Background: an optimization exercise with open tools, aiming at small area and few clock cycles per item. Do not read the settings as production practice. Only simulation tests tie the RTL to the original design; equivalence was not proved.

==> flow/design.v <==
`default_nettype none
package bc_pkg;
	localparam int BC_MAX_DIM = 4096;
	localparam int BC_CFG_W   = 13;
	localparam int BC_ADDR_W  = 3;
	localparam logic [1:0] MODE_DXT1 = 2'd0;
	localparam logic [1:0] MODE_DXT3 = 2'd1;
endpackage
`default_nettype wire
`default_nettype none
module bc_lane
(
	input  wire logic [1:0]       mode,
	input  wire logic [2:0][7:0]  e0,
	input  wire logic [2:0][7:0]  e1,
	input  wire logic [2:0][7:0]  c2,
	input  wire logic [2:0][7:0]  c3,
	input  wire logic             transp,
	input  wire logic             agt,
	input  wire logic [7:0]       abase,
	input  wire logic [5:0]       aq,
	input  wire logic [2:0]       ar,
	input  wire logic [1:0]       sel,
	input  wire logic [3:0]       nib,
	input  wire logic [2:0]       aidx,
	output logic      [31:0]      texel
);
	localparam logic [383:0] FRAC7_T = 384'h0000000490000912000d224011a4401634400000001ac688000000000000003440002240001200000000004688000000;
	function automatic logic [2:0] frac7(input logic [6:0] v);
		frac7 = FRAC7_T[3 * v +: 3];
	endfunction
	function automatic logic [2:0] frac(input logic agt, input logic [2:0] i, input logic [2:0] r);
		frac = frac7({agt, i, r});
	endfunction
	logic [2:0]  u;
	logic [7:0]  p0, p1, p2, t, s1, k1, s2, k2, a3;
	logic [7:0]  alpha;
	logic [23:0] color;
	function automatic logic [7:0] add8(input logic [7:0] a, input logic [7:0] b);
		logic c;
		c = 1'b0;
		for (int i = 0; i < 8; i++) begin
			add8[i] = a[i] ^ b[i] ^ c;
			c       = (a[i] & b[i]) | (a[i] & c) | (b[i] & c);
		end
	endfunction
	always_comb begin
		if (agt) begin
			case (aidx)
				3'd0:    u = 3'd7;
				3'd1:    u = 3'd0;
				default: u = 3'd0 - aidx;
			endcase
		end else begin
			case (aidx)
				3'd0:    u = 3'd0;
				3'd1:    u = 3'd5;
				default: u = aidx - 3'd1;
			endcase
		end
		p0 = {2'b00, aq & {6{u[0]}}};
		p1 = {1'b0, aq & {6{u[1]}}, 1'b0};
		p2 = {aq & {6{u[2]}}, 2'b00};
		t  = {5'b00000, frac(agt, aidx, ar)};
		s1 = abase ^ p0 ^ p1;
		k1 = {(abase[6:0] & p0[6:0]) | (abase[6:0] & p1[6:0]) | (p0[6:0] & p1[6:0]), 1'b0};
		s2 = s1 ^ k1 ^ p2;
		k2 = {(s1[6:0] & k1[6:0]) | (s1[6:0] & p2[6:0]) | (k1[6:0] & p2[6:0]), 1'b0};
		a3 = add8(s2 ^ k2 ^ t, {(s2[6:0] & k2[6:0]) | (s2[6:0] & t[6:0]) | (k2[6:0] & t[6:0]), 1'b0});
		if (!agt && aidx == 3'd6) begin
			a3 = 8'h00;
		end else if (!agt && aidx == 3'd7) begin
			a3 = 8'hFF;
		end
		case (mode)
			2'd0:    alpha = (transp && sel == 2'd3) ? 8'h00 : 8'hFF;
			2'd1:    alpha = {nib, nib};
			default: alpha = a3;
		endcase
		case (sel)
			2'd0:    color = {e0[2], e0[1], e0[0]};
			2'd1:    color = {e1[2], e1[1], e1[0]};
			2'd2:    color = {c2[2], c2[1], c2[0]};
			default: color = {c3[2], c3[1], c3[0]};
		endcase
		texel = {alpha, color};
	end
endmodule
`default_nettype wire
`default_nettype none
module bc_palette
(
	input  wire logic [31:0]      color_ends,
	input  wire logic             interp3,
	output logic      [2:0][7:0]  e0,
	output logic      [2:0][7:0]  e1,
	output logic      [2:0][7:0]  c2,
	output logic      [2:0][7:0]  c3
);
	localparam logic [255:0] G5_T = 256'h55524f4d4a4744423f3c393734312e2c292623211e1b181613100d0b08050200;
	function automatic logic [7:0] g5(input logic [4:0] v);
		g5 = G5_T[8 * v +: 8];
	endfunction
	localparam logic [255:0] F5_T = 256'haaa49f9a948e89847e78736e68625d58524c47423c36312c26201b16100a0500;
	function automatic logic [7:0] f5(input logic [4:0] v);
		f5 = F5_T[8 * v +: 8];
	endfunction
	localparam logic [63:0] M5_T = 64'h1818181818181818;
	function automatic logic [1:0] m5(input logic [4:0] v);
		m5 = M5_T[2 * v +: 2];
	endfunction
	localparam logic [511:0] G6_T = 512'h555352514f4e4d4b4a494746454342413f3e3c3b3a383736343332302f2e2c2b29282725242321201f1d1c1b19181715141211100e0d0c0a0908060504020100;
	function automatic logic [7:0] g6(input logic [5:0] v);
		g6 = G6_T[8 * v +: 8];
	endfunction
	localparam logic [511:0] F6_T = 512'haaa7a4a29f9c9a9794928f8c8a8784827e7c797674716e6c696664615e5c595653504e4b484643403e3b383633302e2b282522201d1a181512100d0a08050200;
	function automatic logic [7:0] f6(input logic [5:0] v);
		f6 = F6_T[8 * v +: 8];
	endfunction
	localparam logic [127:0] M6_T = 128'h24924924492492499249249224924924;
	function automatic logic [1:0] m6(input logic [5:0] v);
		m6 = M6_T[2 * v +: 2];
	endfunction
	function automatic logic [7:0] add8(input logic [7:0] a, input logic [7:0] b, input logic ci);
		logic c;
		c = ci;
		for (int i = 0; i < 8; i++) begin
			add8[i] = a[i] ^ b[i] ^ c;
			c       = (a[i] & b[i]) | (a[i] & c) | (b[i] & c);
		end
	endfunction
	function automatic logic cge3(input logic [1:0] a, input logic [1:0] b);
		cge3 = (a != 2'd0 && b == 2'd2) || (a == 2'd2 && b != 2'd0);
	endfunction
	always_comb begin
		for (int ch = 0; ch < 3; ch++) begin
			logic [7:0] gx, fx, gy, fy, x2, y2;
			logic [1:0] mx, my, m2x, m2y;
			logic       k2;
			if (ch == 1) begin
				e0[ch] = {color_ends[10:5],  color_ends[10:9]};
				e1[ch] = {color_ends[26:21], color_ends[26:25]};
				gx = g6(color_ends[10:5]);
				fx = f6(color_ends[10:5]);
				mx = m6(color_ends[10:5]);
				gy = g6(color_ends[26:21]);
				fy = f6(color_ends[26:21]);
				my = m6(color_ends[26:21]);
			end else begin
				e0[ch] = {color_ends[15 - 11 * (ch / 2) -: 5], color_ends[15 - 11 * (ch / 2) -: 3]};
				e1[ch] = {color_ends[31 - 11 * (ch / 2) -: 5], color_ends[31 - 11 * (ch / 2) -: 3]};
				gx = g5(color_ends[15 - 11 * (ch / 2) -: 5]);
				fx = f5(color_ends[15 - 11 * (ch / 2) -: 5]);
				mx = m5(color_ends[15 - 11 * (ch / 2) -: 5]);
				gy = g5(color_ends[31 - 11 * (ch / 2) -: 5]);
				fy = f5(color_ends[31 - 11 * (ch / 2) -: 5]);
				my = m5(color_ends[31 - 11 * (ch / 2) -: 5]);
			end
			m2x = {mx[0], mx[1]};
			m2y = {my[0], my[1]};
			if (interp3) begin
				x2 = fx;
				y2 = gy;
				k2 = cge3(m2x, my);
			end else begin
				x2 = {1'b0, e0[ch][7:1]};
				y2 = {1'b0, e1[ch][7:1]};
				k2 = e0[ch][0] & e1[ch][0];
			end
			c2[ch] = add8(x2, y2, k2);
			c3[ch] = interp3 ? add8(gx, fy, cge3(mx, m2y)) : 8'h00;
		end
	end
endmodule
`default_nettype wire
`default_nettype none
module bc_alpha_prep
(
	input  wire logic [15:0] alpha_ends,
	output logic             agt,
	output logic      [7:0]  base,
	output logic      [5:0]  q,
	output logic      [2:0]  r
);
	logic [7:0] a0, a1;
	logic [5:0] q70, q71, q50, q51, q7, q5;
	logic [2:0] r70, r71, r50, r51, r7, r5;
	function automatic logic [8:0] divk(input logic [7:0] a, input logic [3:0] k);
		logic [2:0] rr;
		logic [3:0] x;
		logic [5:0] qq;
		rr = 3'd0;
		for (int i = 7; i >= 0; i--) begin
			x  = {rr, a[i]};
			if (i < 6) begin
				qq[i] = x >= k;
			end
			rr = 3'((x >= k) ? x - k : x);
		end
		divk = {rr, qq};
	endfunction
	function automatic logic [5:0] sub6(input logic [5:0] x, input logic [5:0] y, input logic b);
		logic c;
		c = !b;
		for (int i = 0; i < 6; i++) begin
			sub6[i] = x[i] ^ !y[i] ^ c;
			c       = (x[i] & !y[i]) | (x[i] & c) | (!y[i] & c);
		end
	endfunction
	always_comb begin
		a0 = alpha_ends[7:0];
		a1 = alpha_ends[15:8];
		agt  = a0 > a1;
		base = agt ? a1 : a0;
		{r70, q70} = divk(a0, 4'd7);
		{r71, q71} = divk(a1, 4'd7);
		{r50, q50} = divk(a0, 4'd5);
		{r51, q51} = divk(a1, 4'd5);
		q7 = sub6(q70, q71, r70 < r71);
		r7 = r70 - r71 - 3'(r70 < r71);
		q5 = sub6(q51, q50, r51 < r50);
		r5 = r51 - r50 + ((r51 < r50) ? 3'd5 : 3'd0);
		q = agt ? q7 : q5;
		r = agt ? r7 : r5;
	end
endmodule
`default_nettype wire
`default_nettype none
import bc_pkg::*;
module bc1_bc2_bc3_block_decoder
#(
	parameter int MAX_DIM = bc_pkg::BC_MAX_DIM
) (
	input  wire logic                 clk,
	input  wire logic                 arst_n,
	input  wire logic                 blk_valid,
	output logic                      blk_stall,
	input  wire logic [149:0]         blk_data,
	output logic                      row_valid,
	input  wire logic                 row_stall,
	output logic      [156:0]         row_data,
	input  wire logic                 psel,
	input  wire logic                 penable,
	input  wire logic                 pwrite,
	input  wire logic [bc_pkg::BC_ADDR_W-1:0] paddr,
	input  wire logic [31:0]          pwdata,
	output logic      [31:0]          prdata,
	output logic                      pready
);
	logic [BC_CFG_W-1:0] width_q, height_q;
	logic        busy_q;
	logic [1:0]  row_cnt_q;
	logic        last, take, accept;
	logic [1:0]  mode_q;
	logic [9:0]  col_q, brow_q;
	logic [63:16] aw_q;
	logic [63:0]  cw_q;
	logic [17:0]  al_q;
	logic         i3_q;
	logic         i3_d, agt_d;
	logic [7:0]   base_d;
	logic [5:0]   q_d;
	logic [2:0]   r_d;
	logic [2:0][7:0] e0, e1, c2, c3;
	logic [15:0]     aw_lo;
	logic [7:0]       cidx_row;
	logic [15:0]      nib_row;
	logic [11:0]      aidx_row;
	logic [3:0][31:0] texel;
	logic [3:0]       mask;
	logic [11:0]      py;
	logic [10:0]      wq;
	logic [1:0]       wr;
	logic             col_lt, col_eq, y_in;
	always_ff @(posedge clk or negedge arst_n) begin
		if (!arst_n) begin
			width_q  <= BC_CFG_W'(4);
			height_q <= BC_CFG_W'(4);
		end else if (psel && penable && pwrite) begin
			if (paddr[2]) begin
				height_q <= pwdata[BC_CFG_W-1:0];
			end else begin
				width_q  <= pwdata[BC_CFG_W-1:0];
			end
		end
	end
	assign pready = 1'b1;
	assign prdata = paddr[2] ? 32'(height_q) : 32'(width_q);
	assign last      = (row_cnt_q == 2'd3);
	assign take      = busy_q && !row_stall;
	assign blk_stall = busy_q && !(take && last);
	assign accept    = blk_valid && !blk_stall;
	always_ff @(posedge clk or negedge arst_n) begin
		if (!arst_n) begin
			busy_q    <= 1'b0;
			row_cnt_q <= 2'd0;
		end else begin
			busy_q <= accept || (busy_q && !(take && last));
			if (take) begin
				row_cnt_q <= row_cnt_q + 2'd1;
			end
		end
	end
	assign i3_d = (blk_data[149:148] != MODE_DXT1) || (blk_data[15:0] > blk_data[31:16]);
	bc_alpha_prep u_alpha_prep (
		.alpha_ends (blk_data[79:64]),
		.agt        (agt_d),
		.base       (base_d),
		.q          (q_d),
		.r          (r_d)
	);
	always_ff @(posedge clk) begin
		if (accept) begin
			mode_q <= blk_data[149:148];
			col_q  <= blk_data[147:138];
			brow_q <= blk_data[137:128];
			aw_q   <= blk_data[127:80];
			cw_q   <= blk_data[63:0];
			i3_q   <= i3_d;
			al_q   <= blk_data[149] ? {agt_d, r_d, q_d, base_d} : {2'b00, blk_data[79:64]};
		end
	end
	bc_palette u_palette (
		.color_ends (cw_q[31:0]),
		.interp3    (i3_q),
		.e0         (e0),
		.e1         (e1),
		.c2         (c2),
		.c3         (c3)
	);
	assign aw_lo    = al_q[15:0];
	assign cidx_row = cw_q[32 + 8 * row_cnt_q +: 8];
	assign nib_row  = (row_cnt_q == 2'd0) ? aw_lo : aw_q[16 * row_cnt_q +: 16];
	assign aidx_row = aw_q[16 + 12 * row_cnt_q +: 12];
	for (genvar k = 0; k < 4; k++) begin : g_lane
		bc_lane u_lane (
			.mode   (mode_q),
			.e0     (e0),
			.e1     (e1),
			.c2     (c2),
			.c3     (c3),
			.transp (!i3_q),
			.agt    (al_q[17]),
			.abase  (al_q[7:0]),
			.aq     (al_q[13:8]),
			.ar     (al_q[16:14]),
			.sel    (cidx_row[2*k +: 2]),
			.nib    (nib_row[4*k +: 4]),
			.aidx   (aidx_row[3*k +: 3]),
			.texel  (texel[k])
		);
	end
	always_comb begin
		py = {brow_q, row_cnt_q};
		if (width_q >= BC_CFG_W'(MAX_DIM)) begin
			wq = 11'(MAX_DIM / 4);
			wr = 2'd0;
		end else begin
			wq = {1'b0, width_q[11:2]};
			wr = width_q[1:0];
		end
		col_lt = {1'b0, col_q} < wq;
		col_eq = {1'b0, col_q} == wq;
		for (int k = 0; k < 4; k++) begin
			mask[k] = col_lt || (col_eq && (2'(k) < wr));
		end
		y_in = (height_q >= BC_CFG_W'(MAX_DIM)) || ({1'b0, py} < height_q);
		mask = y_in ? mask : 4'b0000;
	end
	assign row_valid = busy_q;
	assign row_data  = {col_q, 2'b00, py, texel[0], texel[1], texel[2], texel[3], mask, last};
endmodule
`default_nettype wire
==> flow/flow/run.sh <==
#!/bin/bash
# Own layout flow: the standard ORFS flow, with an area-oriented logic synthesis.
# The only changes are in a copy of ORFS's scripts folder:
#   - synth.tcl: no extract_fa (full/half adder extraction) and no Kogge-Stone carry map, so
#     adders stay ripple-carry logic that ABC optimizes with the rest;
#   - abc_area.script: ABC maps for area (deepsyn, then amap) instead of map/buffer/upsize.
# Registers, their names and the rest of the flow are unchanged. Each tool's log is kept in
# orfs/logs (ORFS) and in the make logs written here.
set -euo pipefail
W=$PWD
S=$W/flow_scripts
rm -rf "$S"
mkdir -p "$S"
cp -r "$FLOW_HOME/scripts/." "$S/"
cp "$W/flow/abc_area.script" "$S/abc_area.script"
python3 - "$S/synth.tcl" <<'PY'
import sys
p = sys.argv[1]
s = open(p).read()
a = "  extract_fa {*}[dont_use_extract_fa_args]\n"
b = '    "-extra-map $::env(FLOW_HOME)/platforms/common/lcu_kogge_stone.v"]'
assert a in s and b in s
s = s.replace(a, "").replace(b, "    ]")
open(p, "w").write(s)
PY
bash standard.sh SCRIPTS_DIR="$S" finish > "$W/make_flow.log" 2>&1
==> flow/flow/abc_area.script <==
strash
&get -n
&deepsyn -T 60
&put
dch
amap -m
topo
==> flow/standard.sh <==
#!/bin/bash
# synth_recipe.tcl (not shown) runs the flow's synth.tcl, then flattens the netlist and writes it again
# the make line also repeats each setting of config.mk as NAME=value (left out here)
make -C /OpenROAD-flow-scripts/flow DESIGN_CONFIG=/design/flow/config.mk WORK_HOME=/design/flow/orfs CLKGATE_MAP_FILE= SYNTH_SCRIPT=/design/flow/synth_recipe.tcl "${@:-finish}"
==> flow/config.mk <==
export PLATFORM = sky130hd
export DESIGN_NAME = bc1_bc2_bc3_block_decoder
export DESIGN_NICKNAME = bc1_bc2_bc3_block_decoder
export VERILOG_FILES = /design/flow/design.v
export SDC_FILE = /design/flow/constraint.sdc
export NUM_CORES = 4
export LEC_CHECK = 0
export ABC_AREA = 1
export CAP_MARGIN = 20
export CORE_MARGIN = 2
export CORE_UTILIZATION = 40
export SLEW_MARGIN = 20
==> flow/constraint.sdc <==
create_clock -name core_clock -period 7.0 [get_ports {clk}]
set_input_delay 1.4000 -clock core_clock [delete_from_list [all_inputs] [get_ports {clk}]]
set_output_delay 1.4000 -clock core_clock [all_outputs]
set_load 0.01 [all_outputs]
==> results of run 1 <==
## repair_timing
action	CTS	global route
buffers inserted	58	48
resized for setup	91	305
setup endpoints to repair	55	77
hold buffers	0	0
pin swaps	27	84
## worst max path at each step
stage | startpoint | to | slack (ps) | depth (start not counted)
6_report | blk_data[71] | al_q[13]$_DFFE_PP_ | -200 | 49
2_1_floorplan | blk_data[79] | al_q[0]$_DFFE_PP_ | -70 | 48
4_1_cts | row_cnt_q[0]$_DFFE_PN0P_ | row_data[36] | -30 | 31
3_5_place_dp | blk_data[79] | al_q[13]$_DFFE_PP_ | -930 | 52
3_3_place_gp | blk_data[79] | al_q[13]$_DFFE_PP_ | -740 | 52
5_1_grt | blk_data[71] | al_q[13]$_DFFE_PP_ | -650 | 46
## per-stage QoR
stage	util	cell area, µm²	hold WS (ps)	TNS (ps)	setup WS (ps)
6_report	0.6135	25790	531.8	-2180	-198.5
5_1_grt	0.6135	25790	547.3	-8632	-645.1
4_1_cts	0.5860	24630	533.9	-45.29	-25.62
3_5_place_dp	0.5573	23430	515.6	-14310	-926.6
3_3_place_gp	0.5573	23430	510.2	-11230	-736.1
2_1_floorplan	-	17380	484.5	-467.8	-68.50
## cells in the final DEF (no fill, tap or decap), drive strengths merged, types with 6 or more instances in the layout
cell type	Yosys	layout
clkinvlp	0	6
a21oi	235	235
o21bai	18	18
buf	23	389
a22o	12	12
o21ai	386	386
nor2b	23	23
o32ai	14	14
a221oi	17	17
conb	2	22
clkbuf	0	26
a21o	15	15
clkdlybuf4s50	0	313
dlymetal6s2s	0	11
o21a	104	104
nand2	247	247
inv	0	20
o41ai	7	7
o211ai	10	10
clkinv	227	213
a31oi	33	33
o22a	27	27
dfrtp	27	27
and2	13	13
a22oi	16	16
nor3	51	51
edfxtp	153	153
o22ai	154	154
o221ai	31	31
nor2	579	579
or2	27	27
a211oi	16	16
## area by class of cell
type / instances / area, µm² / share of cell area
Sequential cell: 182 / 5323 / 0.2064
Inverter: 227 / 934.6 / 0.03624
Multi-Input combinational cell: 2109 / 11940 / 0.4630
Antenna cell: 2 / 5.005 / 0.0001941
Clock buffer: 18 / 429.2 / 0.01664
Tap cell: 539 / 674.4 / 0.02615
Timing Repair Buffer: 727 / 6319 / 0.2450
Clock inverter: 14 / 166.4 / 0.006452
## kinds of logic after synthesis
family / after synthesis / share of synthesized area
AO/OA/AOI/OAI: 1125 / 0.4004
AND/OR/NAND/NOR: 959 / 0.2263
buffers and inverters: 250 / 0.05996
flip-flops: 182 / 0.3114
XOR/XNOR: 3 / 0.001538
other: 2 / 0.0004394
## flip-flops by register name (all words and copies together) (netlist names)
register,cells
i3_q,1
width_q,13
height_q,13
aw_q,48
busy_q,1
col_q,10
al_q,18
row_cnt_q,2
cw_q,64
mode_q,2
brow_q,10
## synth_stat cells (all sizes together) (3+ instances only)
library cell,n
a211oi,16
o221ai,31
edfxtp,153
clkinv,227
a21o,15
nor2b,23
and2,13
or3,5
or2,27
nor3,51
o2111ai,4
nand3,5
a211o,3
o41ai,7
o21ai,386
nand2,247
a22oi,16
a221oi,17
o21a,104
o211ai,10
nor2,579
nor4,5
buf,23
a32oi,4
a22o,12
dfrtp,27
o21bai,18
o22ai,154
a21oi,235
a31oi,33
o22a,27
a222oi,3
o32ai,14
## routing by layer
layer,global-route usage,wire length (µm)
met5,0,27
met1,0.4468,32740
met3,0.06230,7419
met4,0.1117,2641
met2,0.5006,34590
## worst reg2reg max path: cells and delay by family (launching register included)
family                 cells  cell delay [ps]
AND/OR/NAND/NOR            4              990
buffers and inverters      4              950
flip-flops                 1              410
==> metrics.yaml, run 1 <==
dpl.hpwl_um: 57830
ys_seq_elements: 182
max_freq_mhz: 138.9
core_mm2: 0.04204
critical_path_class: "in -> reg"
final_layout_size_suffix_gt1_frac: 0.2167
grt_pass1_vias: 20097
dieArea_mm2: 0.04440
yosysTopAreaCellShare: 0.2688
area_growth_pct: 50.90
rsz0062_at_grt: "true"
syn_area_per_cell_um2: 6.780
dp.cells: 3678
stdcell_count: 3818
fin_crit_sh: 1.028
min-delay-start: "width_q[2]$_DFFE_PN1P_"
hold_violations: 0
vias_per_cell: 5.921
path_buf_inv: 6
track_usage: 0.3218
synth_top_cell_by_area: "edfxtp_1"
end_kind: "flip-flop"
syn_area_mm2: 0.01709
period_minus_slack_ps: 7198
nFillCells: 3794
clk_latency_ps: 450
fin_skew_ps: 13.27
root_buffer: "clkbuf_16"
ys_warn_count: 4
r2r_cells: 8
grt_pass1_wl_um: 111500
cts_sinks: 182
gr-total-overflow: 0
final_nets: 3456
path_max_fanout: 6
path_clk_slew_ps: 70
crit_slowest_cell: "o32ai_4"
critPathLaunchType: "input pin"
htreeDepth: 4
die_x_um: 210.7
ctsLongestPathBuffers: 2
ys_types: 51
status: "failed layout checks"
path_delay_family: "compound AO/OA/AOI/OAI gates"
worst_slack_ps: -198.5
whs_path_depth: 2
antenna_found_initial: 4
ios: 384
hold_end: "width_q[2]$_DFFE_PN1P_"
worstPathArrival_ps: 7500
numCtsBuffers: 17
maxSlewHeadroom: 0.2177
detail-route-antenna-nets: 0
initialDrtViolationCount: 2408
port_buffers: 340
start_util: 0.4065
synth_area_leaders: "edfxtp_1, nor2_1, o21ai_0"
drt_first_pass_iters: 6
cp.required_ps: 7300
async_reset_ff_frac: 0.1593
min_path_type: "reg -> reg"
maxSlewViolCount: 0
drt-total-wl_um: 77420
r2r_setup_slack_ps: 4200
worst-slew-pin-transition_ps: 1158
synthCells: 2521
slowest_delay_ps: 370
synth_edf_count: 153
avgRoutedWirePerCell_um: 20.28
crit_top_cell: "nor2_2"
setup_viol: 16
so.violations: "negative setup slack"
drcViolationCount: 0
dieHeight_um: 210.7
ys_seq_area_frac: 0.3114
grt_max_degree: 128
synth_ff_type: "edfxtp_1"
gpl.final_weighted_congestion: 1.003
crit-reg2reg-launch: "row_cnt_q[0]$_DFFE_PN0P_"
crit-reg2reg-capture: "aw_q[61]$_DFFE_PP_"
vias: 22606
num_rows: 75
drv_cap: 0
cts_tree: "done"
Testbench counts, summed over its fixed seeds: cycles 8,200, items 8,192.
==> inputs of run 2 (changes only) <==
--- a/flow/flow/run.sh
+++ b/flow/flow/run.sh
@@ -6,2 +6,3 @@
 #   - abc_area.script: ABC maps for area (deepsyn, then amap) instead of map/buffer/upsize.
+# and the ports are buffered with the smallest buffer (buf_1) instead of clkdlybuf4s50_1.
 # Registers, their names and the rest of the flow are unchanged. Each tool's log is kept in
@@ -25,2 +26,2 @@
 PY
-bash standard.sh SCRIPTS_DIR="$S" finish > "$W/make_flow.log" 2>&1
+bash standard.sh SCRIPTS_DIR="$S" BUFFER_PORTS_ARGS="-buffer_cell sky130_fd_sc_hd__buf_1" finish > "$W/make_flow.log" 2>&1
--- a/flow/config.mk
+++ b/flow/config.mk
@@ -11,2 +11,3 @@
 export CORE_UTILIZATION = 40
+export GPL_TIMING_DRIVEN = 0
 export SLEW_MARGIN = 20
==> run 2 against run 1 <==
  * Still fails the layout checks on negative setup slack
  * Core utilization fell by 7.5 points
  * Global-route usage fell by 0.94 points
  * Sequential share of layout area rose by 2.9 points
  * Register-to-register slack got worse by 70 ps
  * Die area did not move
  * First-iteration DRC count fell by 19%
  * Hold slack improved by 0.62 ps
  * Via count fell by 3.3%
  * Highest routed layer is now met4
==> metrics.yaml, run 2 <==
port_buffers: 340  # unchanged
critical_path_class: "in -> reg"
synthMostInstantiatedCell: "nor2_1"
layout_common_cells: "nor2_1, buf_1, o21ai_0, nand2_1, clkinv_1"
maxSlewHeadroom: 0.1929  # -0.02481
reg.largest.list: "cw_q (64), aw_q (48), al_q (18)"
vias: 21868  # -3.3%
root_buffer: "clkbuf_16"
ys_seq_elements: 182  # unchanged
area_growth_pct: 32.41
ios: 384  # unchanged
cts_sinks: 182  # unchanged
hold_buffers: 0  # unchanged
worst_slack_ps: -10.13  # +188.4 ps
synth_mux_area_frac: 0  # unchanged
min_path_type: "reg -> reg"
die_x_um: 210.7  # unchanged
ys_seq_area_frac: 0.3114  # unchanged
htreeDepth: 4  # unchanged
avgRoutedWirePerCell_um: 20.42  # +0.68%
rsz0062_at_grt: "true"
crit_top_cell: "nor2_4"
setup_viol: 1  # -15
grt_pass1_wl_um: 108000  # -3.2%
antenna_found_initial: 5  # +1
initialDrtViolationCount: 1941  # -19%
vias_per_cell: 6.041  # +2.0%
grt_max_degree: 49  # -62%
cp.required_ps: 7260  # -40 ps
maxSlewViolCount: 0  # unchanged
syn_area_mm2: 0.01709  # unchanged
grt_pass1_vias: 19463  # -3.2%
r2r_setup_slack_ps: 4130  # -70 ps
clk_latency_ps: 450  # about the same
critPathLaunchType: "input pin"
num_rows: 75  # unchanged
synthTopCellsByCount: "nor2_1, o21ai_0, nand2_1"
synth_ff_type: "edfxtp_1"
ctsLongestPathBuffers: 2  # unchanged
nFillCells: 4154  # +9.5%
so.violations: "negative setup slack"
core_mm2: 0.04204  # unchanged
ys_warn_count: 4  # unchanged
ys_types: 51  # unchanged
crit-reg2reg-capture: "al_q[7]$_DFFE_PP_"
yosysTopAreaCellShare: 0.2688  # unchanged
async_reset_ff_frac: 0.1593  # unchanged
numCtsBuffers: 17  # unchanged
syn_area_per_cell_um2: 6.780  # unchanged
detail-route-antenna-nets: 0  # unchanged
final_util: 0.5383  # -0.07518
synth_xor_area_frac: 0.001537  # unchanged
synth_top_family_by_area: "compound AO/OA/AOI/OAI gates"
dieHeight_um: 210.7  # unchanged
gpl.final_weighted_congestion: 0.9626  # -4.1%
start_util: 0.4065  # unchanged
final_layout_size_suffix_gt1_frac: 0.1726  # -0.04403
synth_area_leaders: "edfxtp_1, nor2_1, o21ai_0"
path_clk_slew_ps: 80  # about the same
layout_commonest_cell: "nor2_1"
cts_tree: "done"
synth_top_cell_by_area: "edfxtp_1"
dieArea_mm2: 0.04440  # unchanged
final_nets: 3255  # -5.8%
fin_skew_ps: 17.14  # +3.876 ps
hold_end: "width_q[2]$_DFFE_PN1P_"
status: "failed layout checks"
drt-total-wl_um: 73910  # -4.5%
drv_cap: 0  # unchanged
crit_slowest_cell: "o32ai_4"
synth_edf_count: 153  # unchanged
dp_slack_ps: -2012  # -1086 ps
top_register: "cw_q"
max_freq_mhz: 142.7  # +2.7%
fin_crit_sh: 1.001  # -0.02691
drcViolationCount: 0  # unchanged
synth-compound-area-share: 0.4004  # unchanged
largest_reg_flops: 64  # unchanged
yosys.area_share.adder: 0  # unchanged
gr-total-overflow: 0  # unchanged
synthCells: 2521  # unchanged
period_minus_slack_ps: 7010  # -188.4 ps
track_usage: 0.3124  # -0.009402
whs_path_depth: 2  # unchanged
r2r_cells: 11  # +3
drt_first_pass_iters: 6  # unchanged
crit-reg2reg-launch: "row_cnt_q[1]$_DFFE_PN0P_"
worst-slew-pin-transition_ps: 1208  # +49.44 ps
slowest_delay_ps: 430  # +60 ps
min-delay-start: "width_q[2]$_DFFE_PN1P_"
worstPathArrival_ps: 7270  # -230 ps
end_kind: "flip-flop"
path_max_fanout: 7  # +1
yosys.area_share.simple: 0.2263  # unchanged
hold_violations: 0  # unchanged
dpl.hpwl_um: 54900  # -5.1%
-- run 2: cell counts after synthesis --
No cell type changed its count.
-- run 2: logic make-up after synthesis --
kind of cell,after synthesis
AOI/OAI and AO/OA,1125
buffers and inverters,250
xor gates and xnor gates,3
DFF,182
other,2
and+or+nand+nor,959
-- run 2: final cells by class --
cell class,count,area [µm²],area share
antenna,5,12.51,0.0005529
inverter,227,968.4,0.04279
tap,539,674.4,0.02980
timing repair buffer,502,2674,0.1182
multi-input combinational,2109,12190,0.5387
clock buffer,18,439.2,0.01941
clock inverter,14,162.7,0.007187
sequential,182,5330,0.2355
buffer,23,172.7,0.007630
timing repair inverter,1,5.005,0.0002212
-- run 2: how the worst max path moves through the flow --
stage	start	to	depth (start not counted)
2_1_floorplan	blk_data[79]	al_q[0]$_DFFE_PP_	48
3_3_place_gp	row_cnt_q[1]$_DFFE_PN0P_	cw_q[15]$_DFFE_PP_	6
3_5_place_dp	row_cnt_q[1]$_DFFE_PN0P_	row_data[68]	32
4_1_cts	row_cnt_q[1]$_DFFE_PN0P_	row_data[68]	34
5_1_grt	blk_data[71]	al_q[13]$_DFFE_PP_	45
6_report	blk_data[79]	al_q[16]$_SDFFCE_PN0P_	49
-- run 2: metrics by stage --
step	std cells	TNS, ps	hold slack [ps]	instance area [µm²]
after floorplan	2541	-467.8	484.5	17380
after global placement	3420	-413530	509.3	19330
after CTS	3526	-42.47	527.2	21050
final	3620	-10.13	532.4	22630
after global routing	3618	-3723	543.1	22630
after detailed placement	3436	-62170	515.7	19580
-- run 2: repair_timing --
item | in CTS | in global routing
buffers inserted | 58 | 87
gates resized for setup | 131 | 294
endpoints found under the setup margin | 57 | 65
pin swaps | 32 | 98
gates cloned | 0 | 1
-- run 2: critical path: cells and delay by family --
family	cells	cell delay (ps)
and+or+nand+nor	22	2060
AOI/OAI and AO/OA	19	2960
buffers and inverters	8	800
-- run 2: metal layers --
layer  global-route usage  vias up  wire length, µm
met5                    0        -                0
met3              0.06824      165             7423
li1                     -    10381                -
met1               0.4269    10169            30990
met2               0.4838     1153            32970
met4               0.1178        0             2529
==> inputs of run 3 (changes only) <==
--- a/flow/flow/run.sh
+++ b/flow/flow/run.sh
@@ -5,3 +5,3 @@
 #     adders stay ripple-carry logic that ABC optimizes with the rest;
-#   - abc_area.script: ABC maps for area (deepsyn, then amap) instead of map/buffer/upsize.
+#   - abc_area.script: ABC restructures (deepsyn) and maps with a 5 ns delay target, without buffer/upsize.
 # and the ports are buffered with the smallest buffer (buf_1) instead of clkdlybuf4s50_1.
==> flow/flow/abc_area.script (replaced) <==
strash
&get -n
&deepsyn -T 60
&put
dch
map -D 5.0
topo
--- a/flow/config.mk
+++ b/flow/config.mk
@@ -10,3 +10,3 @@
 export CORE_MARGIN = 2
-export CORE_UTILIZATION = 40
+export CORE_UTILIZATION = 60
 export GPL_TIMING_DRIVEN = 0
==> run 3 against run 2 <==
  * Largest cell class unchanged
  * Clock skew shrank 2.1 ps
  * Sequential cell count is the same
  * Synthesized area grew 8.9%
  * Register-to-register slack gained 230 ps
  * The run now finishes clean
  * Die area shrank 27%
==> metrics.yaml, run 3 <==
htreeDepth: 4  # unchanged
critPathLaunchType: "flip-flop"
fin_skew_ps: 15.04  # -2.105 ps
dieArea_mm2: 0.03245  # -27%
dr_wl_met3_um: 10180  # +37%
detail-route-antenna-nets: 0  # unchanged
ys_seq_area_frac: 0.2859  # -0.02553
async_reset_ff_frac: 0.1593  # unchanged
ys_seq_elements: 182  # unchanged
dp_slack_ps: -1485  # +526.9 ps
largest_reg_flops: 64  # unchanged
drv_cap: 0  # unchanged
final_nets: 3413  # +4.9%
r2r_setup_slack_ps: 4360  # +230 ps
layout_commonest_cell: "nand2_1"
syn_area_mm2: 0.01862  # +8.9%
hold_slack_ps: 500.5  # -31.90 ps
avgRoutedWirePerCell_um: 20.52  # +0.52%
synth_ff_type: "edfxtp_1"
reg.largest.list: "cw_q (64), aw_q (48), al_q (18)"
path_clk_slew_ps: 80  # about the same
worstPathArrival_ps: 5430  # -1840 ps
setup_viol: 0  # -1
max_freq_mhz: 146.3  # +2.6%
drcViolationCount: 0  # unchanged
grt_max_degree: 45  # -8.2%
num_rows: 64  # -15%
cts_sinks: 182  # unchanged
grt_pass1_vias: 21044  # +8.1%
vias: 23464  # +7.3%
synthTopCellsByCount: "nand2_1, clkinv_1, nor2_1"
ctsLongestPathBuffers: 2  # unchanged
clk_latency_ps: 460  # about the same
multi_input_area_mm2: 0.01234  # +1.2%
grt_pass1_wl_um: 112300  # +4.0%
core_mm2: 0.03059  # -27%
top_layer_used: "met4"
ys_types: 53  # +3.9%
min_path_type: "reg -> reg"
cp.required_ps: 5600  # -1660 ps
status: "finished clean"
hold_violations: 0  # unchanged
worst-slew-pin-transition_ps: 1211  # +3.048 ps
initialDrtViolationCount: 3552  # +83%
yosysTopAreaCellShare: 0.2468  # -0.02204
maxSlewHeadroom: 0.1823  # -0.01064
hold_buffers: 0  # unchanged
period_minus_slack_ps: 6834  # -176.0 ps
path_max_fanout: 15  # +8
port_buffers: 340  # unchanged
maxSlewViolCount: 0  # unchanged
nFillCells: 2529  # -39%
numCtsBuffers: 17  # unchanged
area_growth_pct: 18.27
die_x_um: 180.2  # -15%
ios: 384  # unchanged
layout_common_cells: "nand2_1, buf_1, clkinv_1, nor2_1, o21ai_0"
critical_path_class: "reg -> out"
antenna_found_initial: 5  # unchanged
synthMostInstantiatedCell: "nand2_1"
fin_crit_sh: 0.9763  # -0.02514
synth_area_leaders: "edfxtp_1, nand2_1, o21ai_0"
track_usage: 0.4330  # +0.1205
synthCells: 2797  # +11%
seq_area_mm2: 0.005330  # unchanged
dieHeight_um: 180.2  # -15%
worst_slack_ps: 165.9  # +176.0 ps
wl_met1_um: 26540  # -14%
synth_edf_count: 153  # unchanged
drt_first_pass_iters: 10  # +4
gr-total-overflow: 0  # unchanged
end_kind: "output pin"
cts_tree: "done"
dpl.hpwl_um: 55950  # +1.9%
vias_per_cell: 6.455  # +6.9%
wl_met2_um: 32900  # -0.22%
syn_area_per_cell_um2: 6.656  # -1.8%
final_layout_size_suffix_gt1_frac: 0.08936  # -0.08326
ys_warn_count: 4  # unchanged
start_util: 0.6086  # +0.2021
root_buffer: "clkbuf_16"
top_register: "cw_q"
synth_top_cell_by_area: "edfxtp_1"
drt-total-wl_um: 74600  # +0.94%
gpl.final_weighted_congestion: 1.044  # +8.4%
final_util: 0.7199  # +0.1816
run 3: cell count changes in the layout (fill, tap and decap cells not counted), sizes merged, moves of 100 or more:
cell and change:
nand2 +415, nor2 -260, buf -115, o22ai -103
o21a -100, clkinv +112, xor2 +110, a22oi +100
nand3 +116
run 3: worst paths after layout:
| path | end | depth (start not counted) | startpoint |
|---|---|---|---|
| min reg2reg | width_q[8]$_DFFE_PN0P_ | 2 | width_q[8]$_DFFE_PN0P_ |
| max reg2reg | cw_q[4]$_DFFE_PP_ | 7 | row_cnt_q[1]$_DFFE_PN0P_ |
| max in group asynchronous | row_cnt_q[1]$_DFFE_PN0P_ | 1 | arst_n |
| min | width_q[8]$_DFFE_PN0P_ | 2 | width_q[8]$_DFFE_PN0P_ |
| min in group asynchronous | height_q[9]$_DFFE_PN0P_ | 1 | arst_n |
| max | row_data[131] | 25 | row_cnt_q[1]$_DFFE_PN0P_ |
run 3: cell type report:
class | instances | share of cell area
Multi-Input combinational cell | 2280 | 0.5605
Sequential cell | 182 | 0.2421
Timing Repair Buffer | 385 | 0.08057
Inverter | 332 | 0.05745
Tap cell | 396 | 0.02250
Clock buffer | 17 | 0.01932
Clock inverter | 15 | 0.009148
Buffer | 23 | 0.007841
Antenna cell | 5 | 0.0005682
run 3: stage by stage:
step / cell area (µm²) / cells / TNS, ps
2_1_floorplan: 18700 / 2817 / 0
3_3_place_gp: 20470 / 3553 / -148320
3_5_place_dp: 20780 / 3569 / -30150
4_1_cts: 21610 / 3611 / 0
5_1_grt: 22020 / 3634 / -185.9
6_report: 22020 / 3635 / 0
run 3: repair_timing:
item                                    4_1_cts  5_1_grt
buffers inserted                             10       19
resized for setup                            43       79
pin swaps                                     4       10
endpoints found under the hold margin         0        0
endpoints found under the setup margin       42       42
run 3: cell families after synthesis:
| kind of cell | Yosys count | share of synthesized area |
|---|---|---|
| simple gates | 1237 | 0.2765 |
| compound gates | 846 | 0.2780 |
| buf+inv | 355 | 0.07621 |
| flops | 182 | 0.2859 |
| xor+xnor | 167 | 0.07856 |
| fa+ha+maj | 6 | 0.003226 |
| other cells | 2 | 0.0004034 |
| mux | 2 | 0.001142 |
run 3: metal layers:
metal  vias up  track usage
met5         -            0
met4         0       0.2381
met3       399      0.09499
met2      1843       0.6889
met1     10622       0.5494
li1      10600            -
run 3: worst max-delay path, cell delays in order (launching register included):
cell,delay (ps)
dfrtp_4,570
buf_4,190
nor2_4,130
buf_6,190
nand2_1,110
nand3_4,190
clkinv_1,170
nand2_1,170
nand3_1,150
nand2_1,240
nor2_1,90
a21oi_1,150
clkinv_1,90
and2_2,190
xor2_1,150
and2_2,190
or4_2,700
and2_2,240
nor2_2,140
o21ai_2,100
nand2_1,70
nand2_1,80
nand3_1,90
a21oi_1,80
o21bai_1,310
buf_1,200
==> inputs of run 4 (changes only) <==
--- a/flow/config.mk
+++ b/flow/config.mk
@@ -10,3 +10,3 @@
 export CORE_MARGIN = 2
-export CORE_UTILIZATION = 60
+export CORE_UTILIZATION = 40
 export GPL_TIMING_DRIVEN = 0
==> run 4 against run 3 <==
  * Die area up 49%
  * Critical endpoint is now row_data[132]
  * Wire length up 0.47%
  * Still clean
  * Cell count up 5.9%
  * Design area up 1.1%
  * Highest routed layer is now met5
==> metrics.yaml, run 4 <==
grt_max_degree: 45  # unchanged
max_freq_mhz: 148.7  # +1.6%
path_max_fanout: 15  # unchanged
drt-total-wl_um: 74950  # +0.47%
cp.required_ps: 5600  # about the same
ys_seq_area_frac: 0.2859  # unchanged
drv_cap: 0  # unchanged
dieHeight_um: 219.7  # +22%
synthCells: 2797  # unchanged
synth_top_family_by_area: "compound AO/OA/AOI/OAI gates"
synthTopCellsByCount: "nand2_1, clkinv_1, nor2_1"
async_reset_ff_frac: 0.1593  # unchanged
initialDrtViolationCount: 2060  # -42%
clk_latency_ps: 460  # about the same
synth_xor_area_frac: 0.07856  # unchanged
final_util: 0.4811  # -0.2387
largest_reg_flops: 64  # unchanged
ys_types: 53  # unchanged
hold_violations: 0  # unchanged
grt_pass1_wl_um: 111700  # -0.53%
yosysTopAreaCellShare: 0.2468  # unchanged
dieArea_mm2: 0.04829  # +49%
synth_mux_area_frac: 0.001142  # unchanged
synth-compound-area-share: 0.2780  # unchanged
worst-slew-pin-transition_ps: 1157  # -53.84 ps
crit_slowest_cell: "or4_2"
critical_path_class: "reg -> out"
die_x_um: 219.7  # +22%
fin_skew_ps: 11.63  # -3.409 ps
ys_seq_elements: 182  # unchanged
tns_ps: 0  # unchanged
grt_pass1_vias: 19816  # -5.8%
yosys.area_share.adder: 0.003226  # unchanged
stdcell_count: 3848  # +5.9%
vias_per_cell: 5.714  # -11%
final_layout_size_suffix_gt1_frac: 0.08835  # -0.001010
crit_top_cell: "nand2_1"
track_usage: 0.2985  # -0.1344
root_buffer: "clkbuf_16"
path_cells: "inv_4, nand2_8, or2_2, nand3_4, clkinvlp_4, o21ai_1, nand2_2, o21ai_2, buf_4, nand2_1, xor2_1, nand2_1, xor2_1, and2_2, or4_2, and2_2, nor2_2, o21ai_1, o221ai_2, a31o_2, o21ai_0, nand2_1, buf_1"
avgRoutedWirePerCell_um: 19.48  # -5.1%
setup_viol: 0  # unchanged
min_path_type: "reg -> reg"
reg.largest.list: "cw_q (64), aw_q (48), al_q (18)"
maxSlewHeadroom: 0.2287  # +0.04646
syn_area_per_cell_um2: 6.656  # unchanged
maxSlewViolCount: 0  # unchanged
period_minus_slack_ps: 6726  # -108.3 ps
worstPathArrival_ps: 5330  # -100 ps
gr-total-overflow: 0  # unchanged
dp.cells: 3783  # +6.0%
yosys.area_share.simple: 0.2765  # unchanged
drt_first_pass_iters: 9  # -1
fin_crit_sh: 0.9608  # -0.01547
drcViolationCount: 0  # unchanged
ctsLongestPathBuffers: 2  # unchanged
numCtsBuffers: 17  # unchanged
path_clk_slew_ps: 80  # about the same
detail-route-antenna-nets: 0  # unchanged
slowest_delay_ps: 700  # about the same
syn_area_mm2: 0.01862  # unchanged
synth_ff_type: "edfxtp_1"
antenna_found_initial: 6  # +1
path_buf_inv: 4  # -1
layout_common_cells: "nand2_1, buf_1, clkinv_1, nor2_1, o21ai_0"
status: "finished clean"
cts_sinks: 182  # unchanged
area_growth_pct: 19.55
top_register: "cw_q"
cts_tree: "done"
layout_commonest_cell: "nand2_1"
critPathLaunchType: "flip-flop"
ios: 384  # unchanged
final_nets: 3416  # +0.088%
vias: 21989  # -6.3%
core_mm2: 0.04626  # +51%
gpl.final_weighted_congestion: 0.9882  # -5.3%
synth_top_cell_by_area: "edfxtp_1"
num_rows: 79  # +23%
path_delay_family: "simple AND/OR/NAND/NOR gates"
dpl.hpwl_um: 59280  # +5.9%
synthMostInstantiatedCell: "nand2_1"
end_kind: "output pin"
htreeDepth: 4  # unchanged
port_buffers: 340  # unchanged
synth_edf_count: 153  # unchanged
ys_warn_count: 4  # unchanged
synth_area_leaders: "edfxtp_1, nand2_1, o21ai_0"
start_util: 0.4025  # -0.2062
==> run 4: cell type report <==
class	instances	area (µm²)
Antenna cell	4	10.01
Buffer	23	172.7
Clock buffer	17	425.4
Clock inverter	15	182.7
Fill cell	4828	24000
Inverter	332	1270
Multi-Input combinational cell	2280	12300
Sequential cell	182	5330
Tap cell	607	759.5
Timing Repair Buffer	388	1809
==> run 4: kinds of logic after synthesis <==
logic type,after synthesis
simple gates,1237
compound gates,846
buf+inv,355
flops,182
xor+xnor,167
fa+ha+maj,6
other cells,2
mux,2
==> run 4: metal layers <==
layer,share of wire,global-route usage,wire length [µm],up-vias
met3,0.073,0.03782,5467,151
met5,0.00036,0,27,-
li1,-,-,-,10605
met1,0.43,0.3954,31890,10257
met4,0.034,0.1119,2531,4
met2,0.47,0.4965,35030,972
==> run 4: worst paths after layout <==
kind | startpoint | depth (start not counted) | to | slack, ps
setup / recovery | row_cnt_q[0]$_DFFE_PN0P_ | 23 | row_data[132] | 270
hold / removal | width_q[12]$_DFFE_PN0P_ | 2 | width_q[12]$_DFFE_PN0P_ | 500
setup reg to reg | row_cnt_q[1]$_DFFE_PN0P_ | 8 | cw_q[28]$_DFFE_PP_ | 4110
hold reg to reg | width_q[12]$_DFFE_PN0P_ | 2 | width_q[12]$_DFFE_PN0P_ | 500
max in group asynchronous | arst_n | 1 | row_cnt_q[0]$_DFFE_PN0P_ | 5530
min in group asynchronous | arst_n | 1 | height_q[7]$_DFFE_PN0P_ | 960
==> run 4: timing repair <==
action,CTS,global route
hold buffers,0,0
hold endpoints to repair,0,0
pin swaps,3,10
buffers inserted,7,22
gates resized for setup,45,62
setup endpoints to repair,37,42
==> run 4: worst register-to-register path: stages (launching register included) <==
cell      delay, ps
dfrtp_4         540
nand2_8         150
o21ai_0         250
clkinv_1        220
nor2_4          550
buf_16          250
buf_16          180
buf_12          200
buf_12          240
==> run 4: stage by stage <==
step                      hold slack, ps  setup slack, ps  area [µm²]
after floorplan                    460.7            446.9       18700
after global placement             476.3            -1281       20730
after detailed placement           481.4            -1122       21090
after CTS                          499.3           0.2638       21890
after global routing               518.8           -16.48       22250
final                              498.7            274.2       22260
==> inputs of run 5 (changes only) <==
--- a/flow/design.v
+++ b/flow/design.v
@@ -20,4 +20,3 @@
 	input  wire logic [7:0]       abase,
-	input  wire logic [5:0]       aq,
-	input  wire logic [2:0]       ar,
+	input  wire logic [7:0][7:0]  qt,
 	input  wire logic [1:0]       sel,
@@ -27,11 +26,4 @@
 );
-	localparam logic [383:0] FRAC7_T = 384'h0000000490000912000d224011a4401634400000001ac688000000000000003440002240001200000000004688000000;
-	function automatic logic [2:0] frac7(input logic [6:0] v);
-		frac7 = FRAC7_T[3 * v +: 3];
-	endfunction
-	function automatic logic [2:0] frac(input logic agt, input logic [2:0] i, input logic [2:0] r);
-		frac = frac7({agt, i, r});
-	endfunction
 	logic [2:0]  u;
-	logic [7:0]  p0, p1, p2, t, s1, k1, s2, k2, a3;
+	logic [7:0]  a3;
 	logic [7:0]  alpha;
@@ -60,11 +52,3 @@
 		end
-		p0 = {2'b00, aq & {6{u[0]}}};
-		p1 = {1'b0, aq & {6{u[1]}}, 1'b0};
-		p2 = {aq & {6{u[2]}}, 2'b00};
-		t  = {5'b00000, frac(agt, aidx, ar)};
-		s1 = abase ^ p0 ^ p1;
-		k1 = {(abase[6:0] & p0[6:0]) | (abase[6:0] & p1[6:0]) | (p0[6:0] & p1[6:0]), 1'b0};
-		s2 = s1 ^ k1 ^ p2;
-		k2 = {(s1[6:0] & k1[6:0]) | (s1[6:0] & p2[6:0]) | (k1[6:0] & p2[6:0]), 1'b0};
-		a3 = add8(s2 ^ k2 ^ t, {(s2[6:0] & k2[6:0]) | (s2[6:0] & t[6:0]) | (k2[6:0] & t[6:0]), 1'b0});
+		a3 = add8(abase, qt[u]);
 		if (!agt && aidx == 3'd6) begin
@@ -103,6 +87,2 @@
 	endfunction
-	localparam logic [255:0] F5_T = 256'haaa49f9a948e89847e78736e68625d58524c47423c36312c26201b16100a0500;
-	function automatic logic [7:0] f5(input logic [4:0] v);
-		f5 = F5_T[8 * v +: 8];
-	endfunction
 	localparam logic [63:0] M5_T = 64'h1818181818181818;
@@ -115,6 +95,2 @@
 	endfunction
-	localparam logic [511:0] F6_T = 512'haaa7a4a29f9c9a9794928f8c8a8784827e7c797674716e6c696664615e5c595653504e4b484643403e3b383633302e2b282522201d1a181512100d0a08050200;
-	function automatic logic [7:0] f6(input logic [5:0] v);
-		f6 = F6_T[8 * v +: 8];
-	endfunction
 	localparam logic [127:0] M6_T = 128'h24924924492492499249249224924924;
@@ -143,6 +119,4 @@
 				gx = g6(color_ends[10:5]);
-				fx = f6(color_ends[10:5]);
 				mx = m6(color_ends[10:5]);
 				gy = g6(color_ends[26:21]);
-				fy = f6(color_ends[26:21]);
 				my = m6(color_ends[26:21]);
@@ -152,8 +126,8 @@
 				gx = g5(color_ends[15 - 11 * (ch / 2) -: 5]);
-				fx = f5(color_ends[15 - 11 * (ch / 2) -: 5]);
 				mx = m5(color_ends[15 - 11 * (ch / 2) -: 5]);
 				gy = g5(color_ends[31 - 11 * (ch / 2) -: 5]);
-				fy = f5(color_ends[31 - 11 * (ch / 2) -: 5]);
 				my = m5(color_ends[31 - 11 * (ch / 2) -: 5]);
 			end
+			fx = {gx[6:0], mx == 2'd2};
+			fy = {gy[6:0], my == 2'd2};
 			m2x = {mx[0], mx[1]};
@@ -176,3 +150,3 @@
 `default_nettype none
-module bc_alpha_prep
+module bc_alpha_diff
 (
@@ -181,45 +155,61 @@
 	output logic      [7:0]  base,
-	output logic      [5:0]  q,
-	output logic      [2:0]  r
+	output logic      [7:0]  d
 );
-	logic [7:0] a0, a1;
-	logic [5:0] q70, q71, q50, q51, q7, q5;
-	logic [2:0] r70, r71, r50, r51, r7, r5;
-	function automatic logic [8:0] divk(input logic [7:0] a, input logic [3:0] k);
-		logic [2:0] rr;
-		logic [3:0] x;
-		logic [5:0] qq;
-		rr = 3'd0;
+	logic [7:0] a0, a1, d01, d10;
+	logic       c01, c10;
+	always_comb begin
+		a0 = alpha_ends[7:0];
+		a1 = alpha_ends[15:8];
+		c01 = 1'b1;
+		c10 = 1'b1;
+		for (int i = 0; i < 8; i++) begin
+			d01[i] = a0[i] ^ !a1[i] ^ c01;
+			c01    = (a0[i] & !a1[i]) | (a0[i] & c01) | (!a1[i] & c01);
+			d10[i] = a1[i] ^ !a0[i] ^ c10;
+			c10    = (a1[i] & !a0[i]) | (a1[i] & c10) | (!a0[i] & c10);
+		end
+		agt  = !c10;
+		base = agt ? a1 : a0;
+		d    = agt ? d01 : d10;
+	end
+endmodule
+module bc_alpha_div
+(
+	input  wire logic       agt,
+	input  wire logic [7:0] d,
+	output logic      [5:0] q,
+	output logic      [2:0] r
+);
+	logic [3:0] x;
+	logic [7:0] qq;
+	always_comb begin
+		r = 3'd0;
 		for (int i = 7; i >= 0; i--) begin
-			x  = {rr, a[i]};
-			if (i < 6) begin
-				qq[i] = x >= k;
+			x = {r, d[i]};
+			if (agt) begin
+				qq[i] = x >= 4'd7;
+				r     = 3'(qq[i] ? x - 4'd7 : x);
+			end else begin
+				qq[i] = x >= 4'd5;
+				r     = 3'(qq[i] ? x - 4'd5 : x);
 			end
-			rr = 3'((x >= k) ? x - k : x);
-		end
-		divk = {rr, qq};
-	endfunction
-	function automatic logic [5:0] sub6(input logic [5:0] x, input logic [5:0] y, input logic b);
-		logic c;
-		c = !b;
-		for (int i = 0; i < 6; i++) begin
-			sub6[i] = x[i] ^ !y[i] ^ c;
-			c       = (x[i] & !y[i]) | (x[i] & c) | (!y[i] & c);
 		end
+		q = qq[5:0];
+	end
+endmodule
+module bc_alpha_table
+(
+	input  wire logic            agt,
+	input  wire logic [5:0]      q,
+	input  wire logic [2:0]      r,
+	output logic      [7:0][7:0] qt
+);
+	localparam logic [383:0] FRACU_T = 384'h1ac68816344011a4400d2240091200049000000000000000005888004688004688003440002240001200000000000000;
+	function automatic logic [2:0] fracu(input logic [6:0] v);
+		fracu = FRACU_T[3 * v +: 3];
 	endfunction
 	always_comb begin
-		a0 = alpha_ends[7:0];
-		a1 = alpha_ends[15:8];
-		agt  = a0 > a1;
-		base = agt ? a1 : a0;
-		{r70, q70} = divk(a0, 4'd7);
-		{r71, q71} = divk(a1, 4'd7);
-		{r50, q50} = divk(a0, 4'd5);
-		{r51, q51} = divk(a1, 4'd5);
-		q7 = sub6(q70, q71, r70 < r71);
-		r7 = r70 - r71 - 3'(r70 < r71);
-		q5 = sub6(q51, q50, r51 < r50);
-		r5 = r51 - r50 + ((r51 < r50) ? 3'd5 : 3'd0);
-		q = agt ? q7 : q5;
-		r = agt ? r7 : r5;
+		for (int u = 0; u < 8; u++) begin
+			qt[u] = 8'(u * 32'(q)) + 8'(fracu({agt, 3'(u), r}));
+		end
 	end
@@ -260,5 +250,8 @@
 	logic         i3_d, agt_d;
-	logic [7:0]   base_d;
-	logic [5:0]   q_d;
-	logic [2:0]   r_d;
+	logic [7:0]   base_d, d_d;
+	logic         pv_q, agt_p;
+	logic [7:0]   base_p, d_p;
+	logic [5:0]   q_p;
+	logic [2:0]   r_p;
+	logic [7:0][7:0] qt;
 	logic [2:0][7:0] e0, e1, c2, c3;
@@ -290,3 +283,3 @@
 	assign take      = busy_q && !row_stall;
-	assign blk_stall = busy_q && !(take && last);
+	assign blk_stall = !pv_q || (busy_q && !(take && last));
 	assign accept    = blk_valid && !blk_stall;
@@ -296,3 +289,5 @@
 			row_cnt_q <= 2'd0;
+			pv_q      <= 1'b0;
 		end else begin
+			pv_q   <= blk_valid && !accept;
 			busy_q <= accept || (busy_q && !(take && last));
@@ -304,3 +299,3 @@
 	assign i3_d = (blk_data[149:148] != MODE_DXT1) || (blk_data[15:0] > blk_data[31:16]);
-	bc_alpha_prep u_alpha_prep (
+	bc_alpha_diff u_alpha_diff (
 		.alpha_ends (blk_data[79:64]),
@@ -308,6 +303,14 @@
 		.base       (base_d),
-		.q          (q_d),
-		.r          (r_d)
+		.d          (d_d)
+	);
+	bc_alpha_div u_alpha_div (
+		.agt (agt_p),
+		.d   (d_p),
+		.q   (q_p),
+		.r   (r_p)
 	);
 	always_ff @(posedge clk) begin
+		agt_p  <= agt_d;
+		base_p <= base_d;
+		d_p    <= d_d;
 		if (accept) begin
@@ -319,5 +322,11 @@
 			i3_q   <= i3_d;
-			al_q   <= blk_data[149] ? {agt_d, r_d, q_d, base_d} : {2'b00, blk_data[79:64]};
+			al_q   <= blk_data[149] ? {agt_p, r_p, q_p, base_p} : {2'b00, blk_data[79:64]};
 		end
 	end
+	bc_alpha_table u_alpha_table (
+		.agt (al_q[17]),
+		.q   (al_q[13:8]),
+		.r   (al_q[16:14]),
+		.qt  (qt)
+	);
 	bc_palette u_palette (
@@ -344,4 +353,3 @@
 			.abase  (al_q[7:0]),
-			.aq     (al_q[13:8]),
-			.ar     (al_q[16:14]),
+			.qt     (qt),
 			.sel    (cidx_row[2*k +: 2]),
--- a/flow/flow/run.sh
+++ b/flow/flow/run.sh
@@ -5,3 +5,3 @@
 #     adders stay ripple-carry logic that ABC optimizes with the rest;
-#   - abc_area.script: ABC restructures (deepsyn) and maps with a 5 ns delay target, without buffer/upsize.
+#   - abc_area.script: ABC maps for area (deepsyn, then amap) instead of map/buffer/upsize.
 # and the ports are buffered with the smallest buffer (buf_1) instead of clkdlybuf4s50_1.
==> flow/flow/abc_area.script (replaced) <==
strash
&get -n
&deepsyn -T 60
&put
dch
amap -m
topo
==> run 5 against run 4 <==
  * Clock skew is 3.5 ps higher
  * The layout now fails its checks (negative setup slack)
  * Cell count is 7.7% lower
  * Via count is 2.1% higher
  * Register-to-register slack worse by 2200 ps
  * Core utilization is 8.5 points higher
  * Count of clock-buffer cells in the layout stayed put
  * Sequential share of layout area is 0.15 points higher
  * Worst setup slack worse by 480 ps
  * Synthesized area is 9.7% lower
==> metrics.yaml, run 5 <==
root_buffer: "clkbuf_16"
synth_area_leaders: "edfxtp_1, nor2_1, o22ai_1"
cp.required_ps: 5600  # about the same
antenna_found_initial: 5  # -1
cts_tree: "done"
ctsLongestPathBuffers: 2  # unchanged
path_max_fanout: 8  # -7
critPathLaunchType: "flip-flop"
vias: 22443  # +2.1%
synth_ff_type: "edfxtp_1"
slowest_delay_ps: 460  # -240 ps
numCtsBuffers: 17  # unchanged
async_reset_ff_frac: 0.1500  # -0.009341
synthTopCellsByCount: "nor2_1, clkinv_1, o21ai_0"
synthMostInstantiatedCell: "nor2_1"
min_path_type: "reg -> reg"
area_growth_pct: 40.46
drcViolationCount: 0  # unchanged
path_clk_slew_ps: 80  # about the same
fin_skew_ps: 15.17  # +3.543 ps
final_layout_size_suffix_gt1_frac: 0.2161  # +0.1277
maxSlewHeadroom: 0.1818  # -0.04687
crit_top_cell: "nand2_2"
track_usage: 0.3451  # +0.04653
ios: 384  # unchanged
dieHeight_um: 209.1  # -4.9%
path_delay_family: "compound AO/OA/AOI/OAI gates"
stdcell_count: 3552  # -7.7%
ys_types: 52  # -1.9%
worstPathArrival_ps: 5810  # +480 ps
critical_path_class: "reg -> out"
yosysTopAreaCellShare: 0.2732  # +0.02638
clk_latency_ps: 500  # +40 ps
fin_crit_sh: 1.030  # +0.06920
grt_pass1_vias: 20300  # +2.4%
dp.cells: 3249  # -14%
crit_slowest_cell: "dfrtp_4"
layout_common_cells: "nor2_1, buf_1, buf_4, clkinv_1, o22ai_1"
path_buf_inv: 7  # +3
final_nets: 3192  # -6.6%
gr-total-overflow: 0  # unchanged
status: "failed layout checks"
ys_seq_elements: 200  # +9.9%
top_register: "cw_q"
layout_commonest_cell: "nor2_1"
die_x_um: 209.1  # -4.9%
synthCells: 2337  # -16%
ys_warn_count: 6  # +2
end_kind: "output pin"
grt_max_degree: 62  # +38%
detail-route-antenna-nets: 0  # unchanged
ys_seq_area_frac: 0.3382  # +0.05228
dieArea_mm2: 0.04371  # -9.5%
final_util: 0.5658  # +0.08460
synth_edf_count: 153  # unchanged
antenna_cells: 0  # -4
maxSlewViolCount: 0  # unchanged
avgRoutedWirePerCell_um: 22.55  # +16%
reg.largest.list: "cw_q (64), aw_q (48), al_q (18)"
setup_viol: 6  # +6
dpl.hpwl_um: 55570  # -6.3%
syn_area_mm2: 0.01682  # -9.7%
synth_top_cell_by_area: "edfxtp_1"
so.violations: "negative setup slack"
drt_first_pass_iters: 7  # -2
drt-total-wl_um: 80110  # +6.9%
worst-slew-pin-transition_ps: 1211  # +54.46 ps
max_freq_mhz: 138.7  # -6.7%
htreeDepth: 4  # unchanged
hold_violations: 0  # unchanged
hold_slack_ps: 503.9  # +5.235 ps
largest_reg_flops: 64  # unchanged
port_buffers: 340  # unchanged
rsz0062_at_grt: "true"
start_util: 0.4028  # about the same
gpl.final_weighted_congestion: 0.9968  # +0.87%
worst_slack_ps: -210.2  # -484.4 ps
grt_pass1_wl_um: 116500  # +4.3%
vias_per_cell: 6.318  # +11%
hold_buffers: 0  # unchanged
r2r_setup_slack_ps: 1870  # -2240 ps
period_minus_slack_ps: 7210  # +484.4 ps
drv_cap: 0  # unchanged
core_mm2: 0.04176  # -9.7%
initialDrtViolationCount: 2765  # +34%
cts_sinks: 200  # +9.9%
dp_slack_ps: -2602  # -1480 ps
syn_area_per_cell_um2: 7.197  # +8.1%
num_rows: 75  # -5.1%
[run 5: final cells by class]
| type | instances | area [µm²] |
|---|---|---|
| fill | 3903 | 18130 |
| buffer | 23 | 172.7 |
| clock inverter | 15 | 188.9 |
| sequential | 200 | 5693 |
| inverter | 266 | 1147 |
| multi-input combinational | 1869 | 11620 |
| clock buffer | 17 | 425.4 |
| timing repair buffer | 621 | 3689 |
| timing repair inverter | 2 | 17.52 |
| tap | 539 | 674.4 |
[run 5: kinds of logic (layout without fill, tap and decap cells)]
logic type,count (synthesis),in the layout,synth area share
flip-flops,200,200,0.3382
AO/OA/AOI/OAI,901,901,0.3583
buffers and inverters,289,944,0.06963
other,2,22,0.0004465
AND/OR/NAND/NOR,945,946,0.2334
[run 5: worst register-to-register path, cell delays in order (launching register included)]
cell and delay, ps:
dfxtp_1 450, clkinv_1 190, nor2_1 180, clkinv_1 110
nand3_1 120, o21ai_0 110, or3_1 380, or3_1 320
o2111a_1 140, o311ai_0 120, a31oi_1 160, clkinv_1 130
nor2_1 60, nor2_1 140, nor3_1 60, a21oi_1 150
nor2_1 80, or4_1 490, o21ai_0 160, clkinv_1 220
o22ai_1 190, nand2b_1 150, o21ai_0 120, nor4_1 280
a21oi_1 130, nor2_1 160, a21oi_1 60
[run 5: path summary, 6_finish.rpt]
| path | startpoint | end | cells after the start |
|---|---|---|---|
| worst min-delay path | width_q[2]$_DFFE_PN1P_ | width_q[2]$_DFFE_PN1P_ | 2 |
| max in group asynchronous | arst_n | row_cnt_q[1]$_DFFE_PN0P_ | 1 |
| worst min register to register | width_q[2]$_DFFE_PN1P_ | width_q[2]$_DFFE_PN1P_ | 2 |
| worst max register to register | d_p[7]$_DFF_P_ | al_q[14]$_DFFE_PP_ | 26 |
| min in group asynchronous | arst_n | height_q[5]$_DFFE_PN0P_ | 1 |
| worst max-delay path | row_cnt_q[1]$_DFFE_PN0P_ | row_data[68] | 37 |
[run 5: metrics by stage]
step | cell area (µm²) | TNS (ps)
floorplan | 16920 | 0
global placement | 18870 | -302150
detailed placement | 19100 | -34340
CTS | 21760 | -309.0
global route | 23630 | -3239
finish | 23630 | -667.8
[run 5: timing repair]
action | 4_1_cts | 5_1_grt
resized for setup | 243 | 256
endpoints found under the setup margin | 45 | 53
pin swaps | 44 | 88
setup buffers | 148 | 124
gates cloned | 2 | 1
[run 5: per-layer routing]
metal  up-vias  part of all wire  global-route usage  routed length [µm]
li1      10101                 -                   -                   -
met1     10457              0.39              0.4414               31550
met2      1575              0.43              0.5269               34840
met3       300              0.13              0.1198               10020
met4        10             0.045              0.1515                3633
met5         -           0.00079                   0                  63
Testbench counts of run 5, summed over its fixed seeds: cycles 8,208, items 8,192.

## separate check: timing with driven ports
The results above use ideal ports. As a check the final layouts listed here were re-extracted and re-timed, cells and wires unchanged. Step 1, drivers: a clkbuf_16 drives clk and a buf_2 each remaining input, both assumed. Step 2 times the ports against the registers' clock, not the clock port: input delays grow and output delays shrink by t, the midpoint of the rising clock arrivals with the driver on. a / b / c = ideal ports / drivers / drivers and shift; a / b = the first two.
run | t, ns | setup slack, ns | worst register clock-pin slew, ns
run 1 | 0.497 | -0.198 / -0.168 / -0.665 | 0.08 / 0.08
run 2 | 0.499 | -0.010 / -0.003 / -0.502 | 0.09 / 0.09
run 3 | 0.504 | 0.166 / 0.116 / -0.158 | 0.08 / 0.08
run 4 | 0.514 | 0.274 / 0.218 / 0.072 | 0.08 / 0.08
run 5 | 0.545 | -0.210 / -0.264 / 0.281 | 0.11 / 0.11
With both steps, setup timing fails in run 3, where it was met with ideal ports. For run 2, which loses most, drivers alone change the setup slack by +0.007 ns; drivers and shift together by -0.492 ns.
